From an optimization exercise on the open Yosys and OpenROAD flow, aimed at small area, a short achievable clock period and few clock cycles per item; shortcuts taken in it are not production practice. At most, simulation tests tie the RTL to the original design; equivalence was not proved. Power and IR drop assume default switching activity.

==> module stop_and_wait_echo_ack_sender_core, before the edit <==
module stop_and_wait_echo_ack_sender_core #(
  parameter int MSG_BYTES   = 8,
  parameter int QUEUE_DEPTH = 8
) (
  input  logic        clk,
  input  logic        rst,
  input  logic        in_valid,
  output logic        in_stall,
  input  logic [1:0]  mode,
  input  logic [7:0]  rx_byte,
  input  logic [63:0] message,
  output logic        out_valid,
  input  logic        out_stall,
  output logic [1:0]  send_kind,
  output logic [63:0] atom,
  output logic        acked,
  output logic        enqueue_accepted,
  output logic [8:0]  queue_count,
  output logic        link_ready,
  input  logic        cfg_write,
  input  logic        cfg_index,
  input  logic [7:0]  cfg_data
);
  logic [7:0] init_char;
  logic [7:0] error_char;
  always_ff @(posedge clk) begin
    if (rst) begin
      init_char  <= 8'd0;
      error_char <= 8'd0;
    end else if (cfg_write) begin
      if (cfg_index) error_char <= cfg_data;
      else           init_char  <= cfg_data;
    end
  end
  logic [63:0] q [8];        
  logic [3:0]  fill;         
  logic [8:0]  fill_oh;      
  logic        pend;         
  logic        link_up;
  logic        ack_ok;       
  logic        have_lead;    
  logic [2:0]  idx;          
  logic [7:0]  lead;         
  logic        mm;           
  logic        chk;          
  logic        mmx;          
  logic [1:0]  o_kind;
  logic [63:0] o_atom;
  logic        o_acked;
  logic        o_enq;
  logic [3:0] fill_up, fill_dn;
  assign fill_up = {fill_oh[7], fill_oh[6] | fill_oh[5] | fill_oh[4] | fill_oh[3],
                    fill_oh[6] | fill_oh[5] | fill_oh[2] | fill_oh[1],
                    fill_oh[6] | fill_oh[4] | fill_oh[2] | fill_oh[0]};
  assign fill_dn = {1'b0, fill_oh[8] | fill_oh[7] | fill_oh[6] | fill_oh[5],
                    fill_oh[8] | fill_oh[7] | fill_oh[4] | fill_oh[3],
                    fill_oh[8] | fill_oh[6] | fill_oh[4] | fill_oh[2]};
  logic go;
  assign in_stall = out_stall;
  assign go       = in_valid & ~out_stall;
  logic is_rx, is_init, rx_init, rx_data, is_enq, is_tick, enq_ok;
  assign is_rx   = (mode == 2'd0);
  assign is_init = (rx_byte == init_char);
  assign rx_init = is_rx & is_init;
  assign rx_data = is_rx & ~is_init & link_up;
  assign is_enq  = (mode == 2'd1);
  assign is_tick = (mode == 2'd2);
  assign enq_ok  = is_enq & ~fill_oh[8];
  logic nonempty, last, byte_ne, match, fin, send, deq;
  logic [7:0] hbyte;
  assign nonempty  = ~fill_oh[0];
  assign last      = have_lead & (idx == 3'd7);
  assign hbyte     = q[0][8*idx +: 8];
  assign byte_ne   = (rx_byte != hbyte);
  assign match     = nonempty & (lead != error_char) & ~mmx & (rx_byte == q[0][63:56]);
  assign fin       = rx_data & last;
  assign send      = fin ? (match ? ~(fill_oh[0] | fill_oh[1]) : nonempty)
                         : (is_tick & link_up & ack_ok & nonempty);
  assign deq       = go & fin & match;
  logic       shift;
  logic [7:0] tail;          
  logic [7:0] ld;
  logic [7:0] hold;
  logic [6:0] st;            
  assign shift   = pend & ~(go & is_enq & ~fill_oh[7]);
  assign tail[0] = ~pend & fill_oh[0];
  for (genvar i = 1; i < 7; i++) begin : g_tail
    assign tail[i] = pend ? fill_oh[i-1] : fill_oh[i];
  end
  assign tail[7] = pend ? (fill_oh[6] | fill_oh[7]) : fill_oh[7];
  for (genvar i = 0; i < 8; i++) begin : g_ld
    assign ld[i] = go & is_enq & tail[i];
  end
  for (genvar i = 0; i < 7; i++) begin : g_hold
    assign hold[i] = ~(shift | ld[i]);
  end
  assign hold[7] = ~ld[7];
  for (genvar k = 0; k < 7; k++) begin : g_st
    assign st[k] = go & rx_data & have_lead & fill_oh[0] & (idx == 3'(k));
  end
  logic [6:0] lane_ne;
  for (genvar k = 0; k < 7; k++) begin : g_lane
    assign lane_ne[k] = (q[0][8*k +: 8] != q[7][8*k +: 8]) & (3'(k) < idx);
  end
  assign mmx = mm | (chk & (|lane_ne));
  for (genvar i = 0; i < 7; i++) begin : g_q
    always_ff @(posedge clk) begin
      q[i] <= ({64{shift}} & q[i+1]) | ({64{ld[i]}} & message) | ({64{hold[i]}} & q[i]);
    end
  end
  for (genvar k = 0; k < 8; k++) begin : g_q7
    if (k < 7) begin : g_st_lane
      always_ff @(posedge clk) begin
        q[7][8*k +: 8] <= ({8{ld[7]}} & message[8*k +: 8]) | ({8{st[k]}} & rx_byte)
                        | ({8{hold[7] & ~st[k]}} & q[7][8*k +: 8]);
      end
    end else begin : g_plain_lane
      always_ff @(posedge clk) begin
        q[7][8*k +: 8] <= ({8{ld[7]}} & message[8*k +: 8]) | ({8{hold[7]}} & q[7][8*k +: 8]);
      end
    end
  end
  logic sel0, sel1, show;
  assign show = go ? send : o_kind[0];
  assign sel1 = show & ((go & deq) | pend);
  assign sel0 = show & ~((go & deq) | pend);
  always_ff @(posedge clk) begin
    o_atom <= ({64{sel0}} & q[0]) | ({64{sel1}} & q[1]);
  end
  always_ff @(posedge clk) begin
    if (go & rx_data & ~have_lead) begin
      lead <= rx_byte;
    end
    if (go & rx_data & ~have_lead) begin
      mm <= 1'b0;
    end else begin
      mm <= mmx | (go & rx_data & nonempty & byte_ne);
    end
    if (go) begin
      o_kind  <= rx_init ? 2'd2 : send ? 2'd1 : 2'd0;
      o_acked <= fin & match;
      o_enq   <= enq_ok;
    end
  end
  always_ff @(posedge clk) begin
    if (rst) begin
      fill      <= 4'd0;
      fill_oh   <= 9'd1;
      pend      <= 1'b0;
      chk       <= 1'b0;
      link_up   <= 1'b0;
      ack_ok    <= 1'b0;
      have_lead <= 1'b0;
      idx       <= 3'd0;
      out_valid <= 1'b0;
    end else begin
      pend <= deq | (pend & ~shift);
      chk  <= go & is_enq & fill_oh[0] & have_lead;
      if (go) begin
        out_valid <= 1'b1;
      end else if (~out_stall) begin
        out_valid <= 1'b0;
      end
      if (deq) begin
        fill    <= fill_dn;
        fill_oh <= fill_oh >> 1;
      end else if (go & enq_ok) begin
        fill    <= fill_up;
        fill_oh <= fill_oh << 1;
      end
      if (go & rx_init) begin
        link_up <= 1'b1;
        if (~link_up) ack_ok <= 1'b1;
      end else if (go & fin) begin
        if (send)        ack_ok <= 1'b0;
        else if (match)  ack_ok <= 1'b1;
      end else if (go & send) begin
        ack_ok <= 1'b0;
      end
      if (go & rx_data) begin
        have_lead <= ~last;
        if (have_lead) idx <= idx + 3'd1;
      end
    end
  end
  assign send_kind        = o_kind;
  assign atom             = o_atom;
  assign acked            = o_acked;
  assign enqueue_accepted = o_enq;
  assign queue_count      = {5'd0, fill};
  assign link_ready       = link_up;
endmodule
clock: 5.0 ns
lec_check: 0
cap_margin: 20
core_margin: 2
core_utilization: 50
cts_cluster_diameter: 100
cts_cluster_size: 26
setup_slack_margin: 2.6
slew_margin: 50
standard.sh (not shown) runs the stock make flow with config.mk's settings and CLKGATE_MAP_FILE= SYNTH_SCRIPT=/design/flow/synth_recipe.tcl, a recipe that flattens the netlist after the stock synthesis.
==> flow/flow/run.sh <==
#!/bin/bash
# Standard layout, except that the delay cells (clkdlybuf4s*, dlygate*, dlymetal*)
# are don't-use after synthesis, so port buffers, repair and hold fixing use
# plain buffers. Synthesis is the standard one, unchanged.
set -euo pipefail
cd "$(dirname "$0")/.."
bash standard.sh synth > synth.log 2>&1
DU=$(make -s -C "$FLOW_HOME" DESIGN_CONFIG="$PWD/config.mk" WORK_HOME="$PWD/orfs" print-DONT_USE_CELLS 2>/dev/null | sed -n 's/^DONT_USE_CELLS: //p')
EXTRA=""
for c in clkdlybuf4s15_1 clkdlybuf4s15_2 clkdlybuf4s18_1 clkdlybuf4s18_2 clkdlybuf4s25_1 clkdlybuf4s25_2 \
         clkdlybuf4s50_1 clkdlybuf4s50_2 dlygate4sd1_1 dlygate4sd2_1 dlygate4sd3_1 \
         dlymetal6s2s_1 dlymetal6s4s_1 dlymetal6s6s_1; do
  EXTRA="$EXTRA sky130_fd_sc_hd__$c"
done
bash standard.sh "DONT_USE_CELLS=$DU$EXTRA" finish > layout.log 2>&1
==> next run, changes <==
--- a/flow/design.v
+++ b/flow/design.v
@@ -74,6 +74,4 @@
   logic [7:0]  lead;         
   logic        mm;           
-  logic        chk;          
-  logic        mmx;          
   logic [1:0]  o_kind;
   logic [63:0] o_atom;
@@ -104,5 +102,5 @@
   assign hbyte     = q[0][8*idx +: 8];
   assign byte_ne   = (rx_byte != hbyte);
-  assign match     = nonempty & (lead != error_char) & ~mmx & (rx_byte == q[0][63:56]);
+  assign match     = nonempty & (lead != error_char) & ~mm & (rx_byte == q[0][63:56]);
   assign fin       = rx_data & last;
   assign send      = fin ? (match ? ~(fill_oh[0] | fill_oh[1]) : nonempty)
@@ -131,8 +129,9 @@
   end
   logic [6:0] lane_ne;
+  logic       mm_enq;
   for (genvar k = 0; k < 7; k++) begin : g_lane
-    assign lane_ne[k] = (q[0][8*k +: 8] != q[7][8*k +: 8]) & (3'(k) < idx);
-  end
-  assign mmx = mm | (chk & (|lane_ne));
+    assign lane_ne[k] = (message[8*k +: 8] != q[7][8*k +: 8]) & (3'(k) < idx);
+  end
+  assign mm_enq = |lane_ne;
   for (genvar i = 0; i < 7; i++) begin : g_q
     always_ff @(posedge clk) begin
@@ -163,8 +162,9 @@
       lead <= rx_byte;
     end
-    if (go & rx_data & ~have_lead) begin
-      mm <= 1'b0;
-    end else begin
-      mm <= mmx | (go & rx_data & nonempty & byte_ne);
+    if (go & rx_data) begin
+      if (~have_lead) mm <= 1'b0;
+      else            mm <= mm | (nonempty & byte_ne);
+    end else if (go & is_enq & fill_oh[0]) begin
+      mm <= mm_enq;
     end
     if (go) begin
@@ -179,5 +179,4 @@
       fill_oh   <= 9'd1;
       pend      <= 1'b0;
-      chk       <= 1'b0;
       link_up   <= 1'b0;
       ack_ok    <= 1'b0;
@@ -187,5 +186,4 @@
     end else begin
       pend <= deq | (pend & ~shift);
-      chk  <= go & is_enq & fill_oh[0] & have_lead;
       if (go) begin
         out_valid <= 1'b1;
Outcome: Power came out lower by about 2%; die area goes down by about 0.36%; design area drops by about 4%; fmax went up by about 11%; routed wire length came out lower by about 7%; setup slack improved by 0.28 ns.
No run of this note included a check of the RTL's function; only the layout flow was run.

The RTL this note starts from:
==> flow/design.v <==
package saw_pkg;
  localparam logic [1:0] MODE_RX   = 2'd0;
  localparam logic [1:0] MODE_ENQ  = 2'd1;
  localparam logic [1:0] MODE_TICK = 2'd2;
  localparam logic [1:0] SEND_NONE = 2'd0;
  localparam logic [1:0] SEND_ATOM = 2'd1;
  localparam logic [1:0] SEND_INIT = 2'd2;
  localparam logic CFG_INIT_CHAR  = 1'b0;
  localparam logic CFG_ERROR_CHAR = 1'b1;
  localparam int WORD_W  = 64;
  localparam int COUNT_W = 9;
  localparam logic [2:0] OP_NOP     = 3'd0;
  localparam logic [2:0] OP_RX_INIT = 3'd1;
  localparam logic [2:0] OP_RX_DATA = 3'd2;
  localparam logic [2:0] OP_ENQ     = 3'd3;
  localparam logic [2:0] OP_TICK    = 3'd4;
  typedef logic [2:0] op_kind_t;
  typedef struct packed {
    op_kind_t          kind;
    logic [7:0]        rx_byte;
    logic [WORD_W-1:0] message;
  } op_t;
  typedef struct packed {
    logic [1:0]         send_kind;
    logic [WORD_W-1:0]  atom;
    logic               acked;
    logic               enqueue_accepted;
    logic [COUNT_W-1:0] queue_count;
    logic               link_ready;
  } res_t;
endpackage
module stop_and_wait_echo_ack_sender_core #(
  parameter int MSG_BYTES   = 8,
  parameter int QUEUE_DEPTH = 8
) (
  input  logic        clk,
  input  logic        rst,
  input  logic        in_valid,
  output logic        in_stall,
  input  logic [1:0]  mode,
  input  logic [7:0]  rx_byte,
  input  logic [63:0] message,
  output logic        out_valid,
  input  logic        out_stall,
  output logic [1:0]  send_kind,
  output logic [63:0] atom,
  output logic        acked,
  output logic        enqueue_accepted,
  output logic [8:0]  queue_count,
  output logic        link_ready,
  input  logic        cfg_write,
  input  logic        cfg_index,
  input  logic [7:0]  cfg_data
);
  logic [7:0] init_char;
  logic [7:0] error_char;
  always_ff @(posedge clk) begin
    if (rst) begin
      init_char  <= 8'd0;
      error_char <= 8'd0;
    end else if (cfg_write) begin
      if (cfg_index) error_char <= cfg_data;
      else           init_char  <= cfg_data;
    end
  end
  logic [63:0] q [8];        
  logic [3:0]  fill;         
  logic [8:0]  fill_oh;      
  logic        pend;         
  logic        link_up;
  logic        ack_ok;       
  logic        have_lead;    
  logic [2:0]  idx;          
  logic [7:0]  lead;         
  logic        mm;           
  logic [1:0]  o_kind;
  logic [63:0] o_atom;
  logic        o_acked;
  logic        o_enq;
  logic [3:0] fill_up, fill_dn;
  assign fill_up = {fill_oh[7], fill_oh[6] | fill_oh[5] | fill_oh[4] | fill_oh[3],
                    fill_oh[6] | fill_oh[5] | fill_oh[2] | fill_oh[1],
                    fill_oh[6] | fill_oh[4] | fill_oh[2] | fill_oh[0]};
  assign fill_dn = {1'b0, fill_oh[8] | fill_oh[7] | fill_oh[6] | fill_oh[5],
                    fill_oh[8] | fill_oh[7] | fill_oh[4] | fill_oh[3],
                    fill_oh[8] | fill_oh[6] | fill_oh[4] | fill_oh[2]};
  logic go;
  assign in_stall = out_valid & out_stall;
  assign go       = in_valid & ~in_stall;
  logic is_rx, is_init, rx_init, rx_data, is_enq, is_tick, enq_ok;
  assign is_rx   = (mode == 2'd0);
  assign is_init = (rx_byte == init_char);
  assign rx_init = is_rx & is_init;
  assign rx_data = is_rx & ~is_init & link_up;
  assign is_enq  = (mode == 2'd1);
  assign is_tick = (mode == 2'd2);
  assign enq_ok  = is_enq & ~fill_oh[8];
  logic nonempty, last, byte_ne, match, fin, send, deq;
  logic [7:0] hbyte;
  assign nonempty  = ~fill_oh[0];
  assign last      = have_lead & (idx == 3'd7);
  assign hbyte     = q[0][8*idx +: 8];
  assign byte_ne   = (rx_byte != hbyte);
  assign match     = nonempty & (lead != error_char) & ~mm & (rx_byte == q[0][63:56]);
  assign fin       = rx_data & last;
  assign send      = fin ? (match ? ~(fill_oh[0] | fill_oh[1]) : nonempty)
                         : (is_tick & link_up & ack_ok & nonempty);
  assign deq       = go & fin & match;
  logic       shift;
  logic [7:0] tail;          
  logic [7:0] ld;
  logic [7:0] hold;
  logic [6:0] st;            
  assign shift   = pend & ~(go & is_enq & ~fill_oh[7]);
  assign tail[0] = ~pend & fill_oh[0];
  for (genvar i = 1; i < 7; i++) begin : g_tail
    assign tail[i] = pend ? fill_oh[i-1] : fill_oh[i];
  end
  assign tail[7] = pend ? (fill_oh[6] | fill_oh[7]) : fill_oh[7];
  for (genvar i = 0; i < 8; i++) begin : g_ld
    assign ld[i] = go & is_enq & tail[i];
  end
  for (genvar i = 0; i < 7; i++) begin : g_hold
    assign hold[i] = ~(shift | ld[i]);
  end
  assign hold[7] = ~ld[7];
  for (genvar k = 0; k < 7; k++) begin : g_st
    assign st[k] = go & rx_data & have_lead & fill_oh[0] & (idx == 3'(k));
  end
  logic [6:0] lane_ne;
  logic       mm_enq;
  for (genvar k = 0; k < 7; k++) begin : g_lane
    assign lane_ne[k] = (message[8*k +: 8] != q[7][8*k +: 8]) & (3'(k) < idx);
  end
  assign mm_enq = |lane_ne;
  for (genvar i = 0; i < 7; i++) begin : g_q
    always_ff @(posedge clk) begin
      q[i] <= ({64{shift}} & q[i+1]) | ({64{ld[i]}} & message) | ({64{hold[i]}} & q[i]);
    end
  end
  for (genvar k = 0; k < 8; k++) begin : g_q7
    if (k < 7) begin : g_st_lane
      always_ff @(posedge clk) begin
        q[7][8*k +: 8] <= ({8{ld[7]}} & message[8*k +: 8]) | ({8{st[k]}} & rx_byte)
                        | ({8{hold[7] & ~st[k]}} & q[7][8*k +: 8]);
      end
    end else begin : g_plain_lane
      always_ff @(posedge clk) begin
        q[7][8*k +: 8] <= ({8{ld[7]}} & message[8*k +: 8]) | ({8{hold[7]}} & q[7][8*k +: 8]);
      end
    end
  end
  logic sel0, sel1, show;
  assign show = go ? send : o_kind[0];
  assign sel1 = show & ((go & deq) | pend);
  assign sel0 = show & ~((go & deq) | pend);
  always_ff @(posedge clk) begin
    o_atom <= ({64{sel0}} & q[0]) | ({64{sel1}} & q[1]);
  end
  always_ff @(posedge clk) begin
    if (go & rx_data & ~have_lead) begin
      lead <= rx_byte;
    end
    if (go & rx_data) begin
      if (~have_lead) mm <= 1'b0;
      else            mm <= mm | (nonempty & byte_ne);
    end else if (go & is_enq & fill_oh[0]) begin
      mm <= mm_enq;
    end
    if (go) begin
      o_kind  <= rx_init ? 2'd2 : send ? 2'd1 : 2'd0;
      o_acked <= fin & match;
      o_enq   <= enq_ok;
    end
  end
  always_ff @(posedge clk) begin
    if (rst) begin
      fill      <= 4'd0;
      fill_oh   <= 9'd1;
      pend      <= 1'b0;
      link_up   <= 1'b0;
      ack_ok    <= 1'b0;
      have_lead <= 1'b0;
      idx       <= 3'd0;
      out_valid <= 1'b0;
    end else begin
      pend <= deq | (pend & ~shift);
      if (go) begin
        out_valid <= 1'b1;
      end else if (~out_stall) begin
        out_valid <= 1'b0;
      end
      if (deq) begin
        fill    <= fill_dn;
        fill_oh <= fill_oh >> 1;
      end else if (go & enq_ok) begin
        fill    <= fill_up;
        fill_oh <= fill_oh << 1;
      end
      if (go & rx_init) begin
        link_up <= 1'b1;
        if (~link_up) ack_ok <= 1'b1;
      end else if (go & fin) begin
        if (send)        ack_ok <= 1'b0;
        else if (match)  ack_ok <= 1'b1;
      end else if (go & send) begin
        ack_ok <= 1'b0;
      end
      if (go & rx_data) begin
        have_lead <= ~last;
        if (have_lead) idx <= idx + 3'd1;
      end
    end
  end
  assign send_kind        = o_kind;
  assign atom             = o_atom;
  assign acked            = o_acked;
  assign enqueue_accepted = o_enq;
  assign queue_count      = {5'd0, fill};
  assign link_ready       = link_up;
endmodule
clock: 5.0 ns
lec_check: 0
cap_margin: 20
core_margin: 2
core_utilization: 50
cts_cluster_diameter: 100
cts_cluster_size: 26
setup_slack_margin: 2.75
slew_margin: 50
Scripts as last shown in full above: flow/flow/run.sh
Testbench counts at the start, summed over its fixed seeds: cycles 5,803, items 5,795.
Then changed:
--- a/flow/design.v
+++ b/flow/design.v
@@ -86,6 +86,6 @@
                     fill_oh[8] | fill_oh[6] | fill_oh[4] | fill_oh[2]};
   logic go;
-  assign in_stall = out_valid & out_stall;
-  assign go       = in_valid & ~in_stall;
+  assign in_stall = out_stall;
+  assign go       = in_valid & ~out_stall;
   logic is_rx, is_init, rx_init, rx_data, is_enq, is_tick, enq_ok;
   assign is_rx   = (mode == 2'd0);
Setup slack got worse by 39 ps. Combinational power falls by a few percent. Critical path depth rises by 5. Non-clock buffer count rises by 55. Sequential share of layout area falls by 1.4 points. Cell count rises slightly. Cell area rises by a few percent. Core utilization rises by 4.5 points.
For the second run of this note, only the layout was checked, not whether the RTL still works.

==> what the ideal ports hide <==
The flow's constraints put no driver on any port. The routed layouts listed below were extracted and timed again, unchanged, in two steps. Step 1 (the two cells are an assumption about what drives the block):
set clk [get_ports {clk}]
set_driving_cell -lib_cell sky130_fd_sc_hd__clkbuf_16 $clk
set_driving_cell -lib_cell sky130_fd_sc_hd__buf_2 [delete_from_list [all_inputs] $clk]
Step 2 also shifts input and output timing later by t, the mid clock arrival at the registers, as if the neighbouring blocks saw the same clock. Three values: no drivers, after step 1, after step 2; two values: the first two.
run | shift t [ns] | slack for setup (ns) | worst data-port slew with drivers (ns)
the first run of note 1 | 0.669 | 2.240 / 2.240 / 1.778 | 0.10
the second run of note 1 | 0.666 | 2.518 / 2.539 / 1.873 | 0.07
the first run of note 2 | 0.668 | 2.681 / 2.662 / 2.093 | 0.10
the second run of note 2 | 0.680 | 2.642 / 2.642 / 2.016 | 0.09
After both steps setup and hold are still met in every run listed. The setup slack of the second run of note 1, which loses most, moves by +0.021 ns with the drivers and by -0.645 ns with both steps.
